This is an optimization exercise on Yosys and OpenROAD, whose aim is small area and few clock cycles per item, not a production implementation.
The RTL was checked by simulation tests, not by an equivalence proof against the original design.

==> flow/design.v (excerpt) <==
module mant_mult_foil_pipe
#(
  parameter int EW = 8,
  parameter int MW = 23,
  parameter int K  = 9
) (
  input  logic               clk,
  input  logic               rst,
  input  logic               in_valid,
  output logic               in_ready,
  input  logic [EW+MW-1:0]   a_operand,
  input  logic [EW+MW-1:0]   b_operand,
  input  logic               approx_en,
  output logic               out_valid,
  input  logic               out_ready,
  output logic               normalised,
  output logic [MW-1:0]      product_mantissa,
  output logic               round_carry
);
Size: ~1,700 cells after synthesis, ~26 flip-flops, about 94 I/O pins.
Settings: LEC_CHECK=0, CAP_MARGIN=20, CORE_MARGIN=2, CORE_UTILIZATION=40, GPL_TIMING_DRIVEN=0, SLEW_MARGIN=20, SYNTH_HIERARCHICAL=1, SYNTH_MINIMUM_KEEP_SIZE=0; clock period 12.0 ns.
standard.sh (not shown) runs the stock make flow with config.mk's settings and CLKGATE_MAP_FILE= SYNTH_SCRIPT=/design/flow/synth_recipe.tcl, a recipe that flattens the netlist after the stock synthesis.
==> flow/flow/run.sh <==
#!/bin/bash
# Standard layout, with the port buffers inserted as the smallest buffer
# (the resizer still upsizes or buffers them where timing or slew needs it),
# and the synthesis buffers removed at floorplan instead of at global placement.
export BUFFER_PORTS_ARGS="-buffer_cell sky130_fd_sc_hd__buf_1"
export REMOVE_ABC_BUFFERS=1
bash standard.sh > standard.log 2>&1
The starting point went through all stages and came out clean.
Testbench counts at the start, summed over its fixed seeds: cycles 16,008, items 16,000.
Rerun with:
==> flow/flow/run.sh (replaced) <==
#!/bin/bash
# Standard layout, with the port buffers inserted as the smallest buffer
# (the resizer still upsizes or buffers them where timing or slew needs it).
export BUFFER_PORTS_ARGS="-buffer_cell sky130_fd_sc_hd__buf_1"
bash standard.sh > standard.log 2>&1
--- a/flow/config.mk
+++ b/flow/config.mk
@@ -8,6 +8,5 @@
 export CAP_MARGIN = 20
 export CORE_MARGIN = 2
-export CORE_UTILIZATION = 40
-export GPL_TIMING_DRIVEN = 0
+export CORE_UTILIZATION = 60
 export SLEW_MARGIN = 20
 export SYNTH_HIERARCHICAL = 1
- The new run finished with timing, DRC and antenna clean
- worst hold slack improved by 0.25 ns
- count of clock-buffer cells in the layout goes up by 1
- via count goes up by about 3%
- flip-flop and latch count stays the same
- setup slack improved by 0.50 ns
- final area goes down by about 2.6%
- routed wire length goes up by 7.1%
- non-clock buffer count goes up by 31
- clock skew barely changes
- synthesized cell count is unchanged
Rerun with:
--- a/flow/config.mk
+++ b/flow/config.mk
@@ -8,5 +8,6 @@
 export CAP_MARGIN = 20
 export CORE_MARGIN = 2
-export CORE_UTILIZATION = 60
+export CORE_UTILIZATION = 75
+export CTS_BUF_LIST = sky130_fd_sc_hd__clkbuf_8
 export SLEW_MARGIN = 20
 export SYNTH_HIERARCHICAL = 1
Outcome: Via count is higher by a few percent. Flip-flop and latch count is unchanged. Wire length is lower by a few percent. Core utilization climbs by 14 points. Final cell count drops by a few percent. Final area falls slightly. Maximum frequency came out lower slightly. Clock-buffer cell count is unchanged.
Rerun with:
--- a/flow/config.mk
+++ b/flow/config.mk
@@ -8,6 +8,7 @@
 export CAP_MARGIN = 20
 export CORE_MARGIN = 2
-export CORE_UTILIZATION = 75
+export CORE_UTILIZATION = 60
 export CTS_BUF_LIST = sky130_fd_sc_hd__clkbuf_8
+export PLACE_DENSITY = 0.45
 export SLEW_MARGIN = 20
 export SYNTH_HIERARCHICAL = 1
=> Final area grows slightly; die area rises by a quarter to a third; wire length grows by a few percent; synthesized area stays the same.

---

north:
mant_mult_foil_pipe again, from the RTL that the note above started with.
export LEC_CHECK = 0
export CAP_MARGIN = 20
export CORE_MARGIN = 2
export CORE_UTILIZATION = 60
export CTS_BUF_LIST = sky130_fd_sc_hd__clkbuf_8
export PLACE_DENSITY = 0.85
export SLEW_MARGIN = 20
export SYNTH_HIERARCHICAL = 1
export SYNTH_MINIMUM_KEEP_SIZE = 0
create_clock -name core_clock -period 12.0 [get_ports {clk}]
==> flow/flow/run.sh <==
#!/bin/bash
# Standard layout, with the port buffers inserted as the smallest buffer
# (the resizer still upsizes or buffers them where timing or slew needs it).
export BUFFER_PORTS_ARGS="-buffer_cell sky130_fd_sc_hd__buf_1"
bash standard.sh > standard.log 2>&1
north: flow completed, timing, DRC and antenna clean
Testbench counts of north, summed over its fixed seeds: cycles 16,008, items 16,000.
For south, these inputs were changed with respect to north:
- PLACE_DENSITY no longer set, was 0.85
==> flow/flow/run.sh <==
#!/bin/bash
# Standard layout, with the port buffers inserted as the smallest buffer
# (the resizer still upsizes or buffers them where timing or slew needs it), and
# timing-driven global placement not keeping the buffers its early, coarse
# repair_design passes insert (repair_design after placement adds what is needed).
export BUFFER_PORTS_ARGS="-buffer_cell sky130_fd_sc_hd__buf_1"
export GPL_KEEP_OVERFLOW=0
bash standard.sh > standard.log 2>&1
==> comparison <==
Going from north to south, cell count decreased by about 2% relative to the old numbers; global-route wire length before repair increased by 2.4% relative to the old numbers; hold slack increased by 0.15 ns relative to the old numbers.
Changes in east relative to south:
- clearing CTS_BUF_LIST, which used to be sky130_fd_sc_hd__clkbuf_8
- swapping 60 for 40 in CORE_UTILIZATION
==> flow/flow/run.sh <==
#!/bin/bash
# Standard layout, with the port buffers inserted as the smallest buffer
# (the resizer still upsizes or buffers them where timing or slew needs it).
export BUFFER_PORTS_ARGS="-buffer_cell sky130_fd_sc_hd__buf_1"
bash standard.sh > standard.log 2>&1
## What came out
east completed every stage of the flow, and the final layout passed the timing, DRC and antenna checks. south: all stages complete, timing, DRC and antenna checks passed. ~same number of register bits inferred by synthesis in east and south. Diff south -> east: worst hold slack lost 0.16 ns; count of cells resized by post-cts repair saw a decrease; combined global-route utilization of all metal layers down 13 points; violation count after the first detailed-route iteration went down by about 26%.
The following lists how west was set up differently from east:
- swapping 20 for 0 in SLEW_MARGIN
- putting CTS_BUF_LIST at sky130_fd_sc_hd__clkbuf_8 where nothing was set
- swapping 20 for 0 in CAP_MARGIN
==> comparison <==
As far as wire length is concerned, east and west perform about the same.
west -> east: count of plain and timing-repair buffers flat
Looking at west and east, the area of all placed cells without fillers is a wash.
west reports a higher met1 track demand over resource in global routing than east does.
east → west: count of flip-flops with a built-in enable after synthesis essentially unchanged; hold slack increased 0.0049 ns.

==> what the ideal ports hide <==
How much do the figures lean on ideal ports? The routed layouts below were timed once more, with nothing changed but the port constraints. Step 1, drivers: a clkbuf_16 drives clk and a buf_2 each remaining input, both assumed. Step 2 adds t to the input delays and takes it off the output delays; t is the mean of the earliest and latest rising clock arrival at the registers after step 1. Input paths then give back, and output paths get back, about the clock's delay inside the block. Three values: no drivers, after step 1, after step 2; two values: the first two.
run	t, ns	setup slack, ns	worst hold slack (ns)	worst setup path after step 2	pins driven straight from the clock port
the first run of note 1	0.335	0.280 / 0.290 / -0.044	0.687 / 0.687 / 0.687	input to register	1
the second run of note 1	0.280	0.779 / 0.788 / 0.507	0.940 / 0.940 / 0.940	input to register	1
the third run of note 1	0.292	0.586 / 0.589 / 0.297	0.997 / 0.997 / 0.997	input to register	1
the fourth run of note 1	0.285	0.806 / 0.809 / 0.524	0.954 / 0.954 / 0.954	input to register	1
north	0.321	0.274 / 0.287 / -0.034	0.814 / 0.814 / 0.814	input to register	1
south	0.288	0.464 / 0.471 / 0.183	0.963 / 0.963 / 0.963	input to register	1
east	0.305	0.622 / 0.635 / 0.330	0.805 / 0.805 / 0.805	input to register	1
west	0.323	0.597 / 0.600 / 0.277	0.810 / 0.810 / 0.810	input to register	1
With both steps, setup timing fails in the first run of note 1 and north, where it was met with ideal ports. For the first run of note 1, which loses most, drivers alone change the setup slack by +0.010 ns; drivers and shift together by -0.324 ns.
